What follows belongs to an exercise in optimizing a design on an open flow for small area, a short achievable clock period and few clock cycles per item; a production flow would make more cautious choices.
At most, simulation tests tie the RTL to the original design; equivalence was not proved.
Only the layout flow was run in run 2; the RTL was not checked for function there.

==> flow/design.v (outline; a module is shown in full before it is edited, if it fits) <==
// module act_requant_pipe: 2282 lines
// module arp_fa: 10 lines
// module arp_ha: 9 lines
module act_requant_pipe #(
   parameter int LANES    = 4,
   parameter int IN_W     = 24,
   parameter int OUT_W    = 8,
   parameter int DQ_SHIFT = 13,
   parameter int RQ_SHIFT = 8,
   parameter int LEN_W    = 16
) (
   input  logic                clk,
   input  logic                rst,
   input  logic                start,
   input  logic [1:0]          cfg_mode,
   input  logic [IN_W-1:0]     cfg_bias,
   input  logic [7:0]          cfg_dq_scale,
   input  logic [7:0]          cfg_rq_scale,
   input  logic [LEN_W-1:0]    cfg_len,
   input  logic                in_valid,
   output logic                in_ready,
   input  logic [LANES*IN_W-1:0] in_data,
   output logic                out_valid,
   input  logic                out_ready,
   output logic [LANES*OUT_W-1:0] out_data,
   output logic                out_last,
   output logic                busy,
   output logic                done,
   output logic [15:0]         sat_cnt
);
  // ...
==> flow/flow/run.sh <==
#!/bin/bash
cp standard.sh standard.sh.txt
sed -e 's/SETUP_SLACK_MARGIN=[-0-9.]*/SETUP_SLACK_MARGIN=7.5/' standard.sh > standard_margin.sh
export BUFFER_PORTS_ARGS="-buffer_cell sky130_fd_sc_hd__buf_4"
bash standard_margin.sh > standard.log 2>&1
==> flow/standard.sh <==
#!/bin/bash
# synth_recipe.tcl (not shown) runs the flow's synth.tcl, then flattens the netlist and writes it again
# the make line also repeats each setting of config.mk as NAME=value (left out here)
make -C /OpenROAD-flow-scripts/flow DESIGN_CONFIG=/design/flow/config.mk WORK_HOME=/design/flow/orfs CLKGATE_MAP_FILE= SYNTH_SCRIPT=/design/flow/synth_recipe.tcl "${@:-finish}"
==> flow/config.mk <==
export PLATFORM = sky130hd
export DESIGN_NAME = act_requant_pipe
export DESIGN_NICKNAME = act_requant_pipe
export VERILOG_FILES = /design/flow/design.v
export SDC_FILE = /design/flow/constraint.sdc
export NUM_CORES = 4
export LEC_CHECK = 0
export CAP_MARGIN = 20
export CORE_MARGIN = 2
export CORE_UTILIZATION = 40
export SETUP_SLACK_MARGIN = 5
export SLEW_MARGIN = 20
export SYNTH_HIERARCHICAL = 1
export SYNTH_MINIMUM_KEEP_SIZE = 0
==> flow/constraint.sdc <==
create_clock -name core_clock -period 13.0 [get_ports {clk}]
set_input_delay 2.6000 -clock core_clock [delete_from_list [all_inputs] [get_ports {clk}]]
set_output_delay 2.6000 -clock core_clock [all_outputs]
set_load 0.01 [all_outputs]
==> impl_metrics.ini, run 1 <==
[status]
run_status = complete, no violations

[clock_tree]
clock-root-buffer = clkbuf_16
clk_path_buf_depth = 3

[yosys]
synth_area_sq_mm = 0.0731
synth_xor_area_share_pct = 11.9
synth.most_common_cell = xnor2_1
synth.distinct_cells = 70
synth_top_area_cell = edfxtp_1
synthMuxAreaShare_pct = 0.569
synth_top_area_share_pct = 22.6

[critical_path]
worstSetupPathDepth = 4
cp_num_buf_inv = 3

[floorplanning]
core_sq_mm = 0.181
well_tap_count = 2370

[layout]
largest_reg_flops = 100
multi_input_area_share_pct = 67.2
most-common-layout-cells = xnor2_1 (840), fa_1 (795), ha_1 (781)

[hold_path]
holdPathStages = 0

[detailed_routing]
avgRoutedWirePerCell_um = 19.2
wl_met2_um = 82100
m1WireLength_um = 80900

[timing]
fin_crit_sh_pct = 43.3
setup_tns_ns = 0
fin_ws_ns = 7.37

[global_routing]
grt_util_met1_pct = 26.3
grt_pass1_vias = 53700
Testbench counts, summed over its fixed seeds: cycles 14,501, beats 13,349.
==> inputs of run 2 (changes only) <==
--- a/flow/design.v
+++ b/flow/design.v
@@ -58,19 +58,24 @@
    assign pop = o_v && out_ready;
    assign push = en && v5;
    assign out_valid = o_v;
    assign out_last = o_l;
    assign busy = busy_r;
    assign done = done_r || (pop && o_l);
    for (genvar i = 0; i < LANES; i++) begin : g_lane
       logic [X_W-1:0] s1_x;
+      localparam bit DQ_IDLE = i % 2 == 1;
+      localparam bit DQ_RST = i >= LANES / 2;
       logic [12:0]    dq_l, rq_l;
       always_ff @(posedge clk) begin
-         if (!busy_r && start) begin
+         if (DQ_RST && rst) begin
+            dq_l <= '0;
+            rq_l <= '0;
+         end else if (!busy_r && (DQ_IDLE || start)) begin
             dq_l <= booth8(cfg_dq_scale);
             rq_l <= booth8(cfg_rq_scale);
          end
       end
       logic [D_W-1:0] s2_d;
       logic [21:0]    s3_w;
       logic [1:0]     s3_sel;
       logic [Y_W-1:0] s4_y;
==> flow/flow/run.sh (replaced) <==
#!/bin/bash
# Standard layout, with port buffers of a stronger type than buffer_ports picks by default.
cp standard.sh standard.sh.txt 2>/dev/null
export BUFFER_PORTS_ARGS="-buffer_cell sky130_fd_sc_hd__buf_4"
bash standard.sh > standard.log 2>&1
==> run 2 against run 1 <==
Against the previous run:
- utilization decreased by 0.37 points
- design area rose by 2.5%
- global-route usage up 0.16 points
- critical path depth is 12 higher
- register-to-register slack worse by 0.53 ns
==> impl_metrics.ini, run 2 <==
[yosys]
synthMuxAreaShare_pct = 0.740
yosys.area_share.simple_pct = 10.2
synth_area_per_cell_sq_um = 10.5
synth_xor_area_share_pct = 11.4
synth.most_common_cell = xnor2_1
synth_ff_type = edfxtp_1
synth_area_sq_mm = 0.0751
async_flop_share_pct = 0
synth_top_area_share_pct = 22.9
netlist_instances = 7144
ys_ff_latch = 663
yosys-top-cells-area = edfxtp_1 (23%), fa_1 (21%), ha_1 (13%)
synth_top_family_by_area = adder cells
ys_seq_area_share_pct = 25.3
synth_top_area_cell = edfxtp_1
synthAdderAreaFrac_pct = 34.2
synth_warnings = 7
synth-edff-count = 573
synthesis.nets = 8879
synth_compound_area_share_pct = 14.5
synth_top_cells_by_count = xnor2_1 (831), fa_1 (795), ha_1 (781), a22oi_1 (644), edfxtp_1 (573)
synth.distinct_cells = 74

[critical_path]
r2r_cells = 16
critPathTopFamily = compound AO/OA/AOI/OAI gates
worst_path_largest_cell_delay_ns = 1.04
worst-path-max-fanout = 26
crit_path_start_kind = register
path_class = register to register
critPathArrivalTime_ns = 6.26
crit_path_frequent_cell = fa_1
cp.required_ns = 13.45
cp_slowest_cell = dfxtp_1
worstSetupPathDepth = 16
path_cells = a22oi_1 -> xnor2_1 -> fa_1 -> fa_1 -> fa_1 -> ha_1 -> nand3_1 -> nor4_1 -> o21ai_0 -> a21oi_1 -> o2111ai_1 -> a21boi_0 -> nand4_1 -> a311oi_1 -> a21oi_1 -> xnor2_1
cp-end-kind = register
cp_num_buf_inv = 0

[global_routing]
grt_pass1_vias = 53000
grtUsageTotal_pct = 19.1
antenna_found_initial = 8
grt_max_degree = 77
grt_overflow_total = 0
grt_pass1_wl_um = 297000

[timing]
rsz0062_at_grt = no
setup_tns_ns = 0
finalCriticalPeriod_ns = 5.81
finClkSkew_ns = 0.0333
hold_viol = 0
max_slew_margin_pct = 22.5
worst_pin_slew_ns = 1.16
max_freq_mhz = 172
fin_ws_ns = 7.19
slew_violations = 0
fin_crit_sh_pct = 44.7
setup_viol = 0

[layout]
syn_to_final_growth_pct = 7.87
top_regs = g_lane.s1_x x100, g_lane.s3_w x88, g_lane.s2_d x80
fin_area_sq_mm = 0.0810
nNetsFinal = 8689
most-common-layout-cells = xnor2_1 (831), fa_1 (795), ha_1 (780)
multi_input_area_sq_mm = 0.0534
fillers = 17600
largest-register = g_lane.s1_x
layout-drive-gt1-share_pct = 6.99
regArea_sq_mm = 0.0190
largest_reg_flops = 100
layout_commonest_cell = xnor2_1

[detailed_routing]
drc_errors = 0
m1WireLength_um = 85300
avgRoutedWirePerCell_um = 19.2
viasPerCell = 5.50
via_count = 52400
met3WireLength_um = 9570
firstDrtPassIters = 6
routed_wl_um = 183000
drtIter0Drc = 3584
wl_met2_um = 84300
highest_layer = met5
antenna_left = 0

[place]
place_ws_ns = 6.82
dp_hpwl_um = 138000
port_buffers = 211
gp_congestion = 0.883
dpl-instance-area_sq_mm = 0.0782

[floorplanning]
rows = 159
dieWidth_um = 437
dieArea_sq_mm = 0.191
core_sq_mm = 0.187
io_pins = 212
chipHeight_um = 437
start_util_pct = 40.1

[clock_tree]
clk_path_buf_depth = 3
cts-htree-levels = 3
cts_sinks = 663
cts_made_buffers = 82
tritoncts = built
post_cts_buffers = 0
cts_hold_buf = 0
postCtsResizedCells = 0
clock-root-buffer = clkbuf_16
clk_latency_ns = 0.72
clk_pin_slew_ns = 0.06

[flow_run]
maxCapViolCount = 0

[hold_path]
holdPathStages = 0
holdCritPathClass = register to register

[status]
run_status = complete, no violations
[run 2: final cells by class]
| type | instances | share of cell area, % |
|---|---|---|
| antenna | 2 | 0.00618 |
| clock buffer | 97 | 2.65 |
| clock inverter | 56 | 0.741 |
| inverter | 170 | 0.796 |
| multi-input combinational | 5767 | 66.0 |
| sequential | 663 | 23.5 |
| tap | 2495 | 3.85 |
| timing repair buffer | 270 | 2.50 |
[run 2: routing by layer]
layer | track usage [%] | vias up
li1 | - | 24900
met1 | 27.1 | 25900
met2 | 30.6 | 1323
met3 | 3.11 | 195
met4 | 4.20 | 4
met5 | 0 | -
[run 2: cells by family after synthesis]
kind of cell / count (synthesis)
compound gates: 1610
xor+xnor: 976
flops: 663
simple gates: 1553
fa+ha+maj: 1576
buf+inv: 714
mux: 52
[run 2: per-module statistics from Yosys, one instance, submodules excluded]
module / cell area, sq um / flip-flops and latches
arp_ha: 12.5 / 0
act_requant_pipe: 50500 / 663
arp_fa: 20.0 / 0
[run 2: final timing paths]
kind,startpoint,to,slack [ns]
min reg2reg,l3,l4,0.42
min,l3,l4,0.42
max reg2reg,g_lane[3].dq_l[5],g_lane[3].s2_d[18],7.19
max,g_lane[3].dq_l[5],g_lane[3].s2_d[18],7.19
[run 2: through the flow]
stage / hold slack, ns / util, % / cells
floorplan: 0.400 / - / 7144
CTS: 0.418 / 43.3 / 9518
detailed placement: 0.405 / 41.8 / 9365
global placement: 0.406 / 41.8 / 9365
finish: 0.417 / 43.3 / 9520
global route: 0.428 / 43.3 / 9519

## afterwards: timing with drivers on the ports
How much do the figures lean on ideal ports? The routed layouts below were timed once more, with nothing changed but the port constraints.
Step 1 (the two cells are an assumption about what drives the block):
set clk [get_ports {clk}]
set_driving_cell -lib_cell sky130_fd_sc_hd__clkbuf_16 $clk
set_driving_cell -lib_cell sky130_fd_sc_hd__buf_2 [delete_from_list [all_inputs] $clk]
Step 2 also shifts input and output timing later by t, the mid clock arrival at the registers, as if the neighbouring blocks saw the same clock.
Slacks: no drivers / after step 1 / after step 2; pairs: no drivers / after step 1.
| run | shift t [ns] | slack for setup (ns) | hold WS [ns] | worst slew at a driven data input, ns | pins driven straight from the clock port |
|---|---|---|---|---|---|
| run 1 | 0.768 | 7.373 / 7.332 / 6.927 | 0.417 / 0.417 / 0.417 | 0.11 | 1 |
| run 2 | 0.792 | 7.189 / 7.189 / 6.785 | 0.417 / 0.417 / 0.417 | 0.22 | 1 |
After both steps setup and hold are still met in every run listed. For run 1, which loses most, drivers alone change the setup slack by -0.041 ns; drivers and shift together by -0.446 ns.
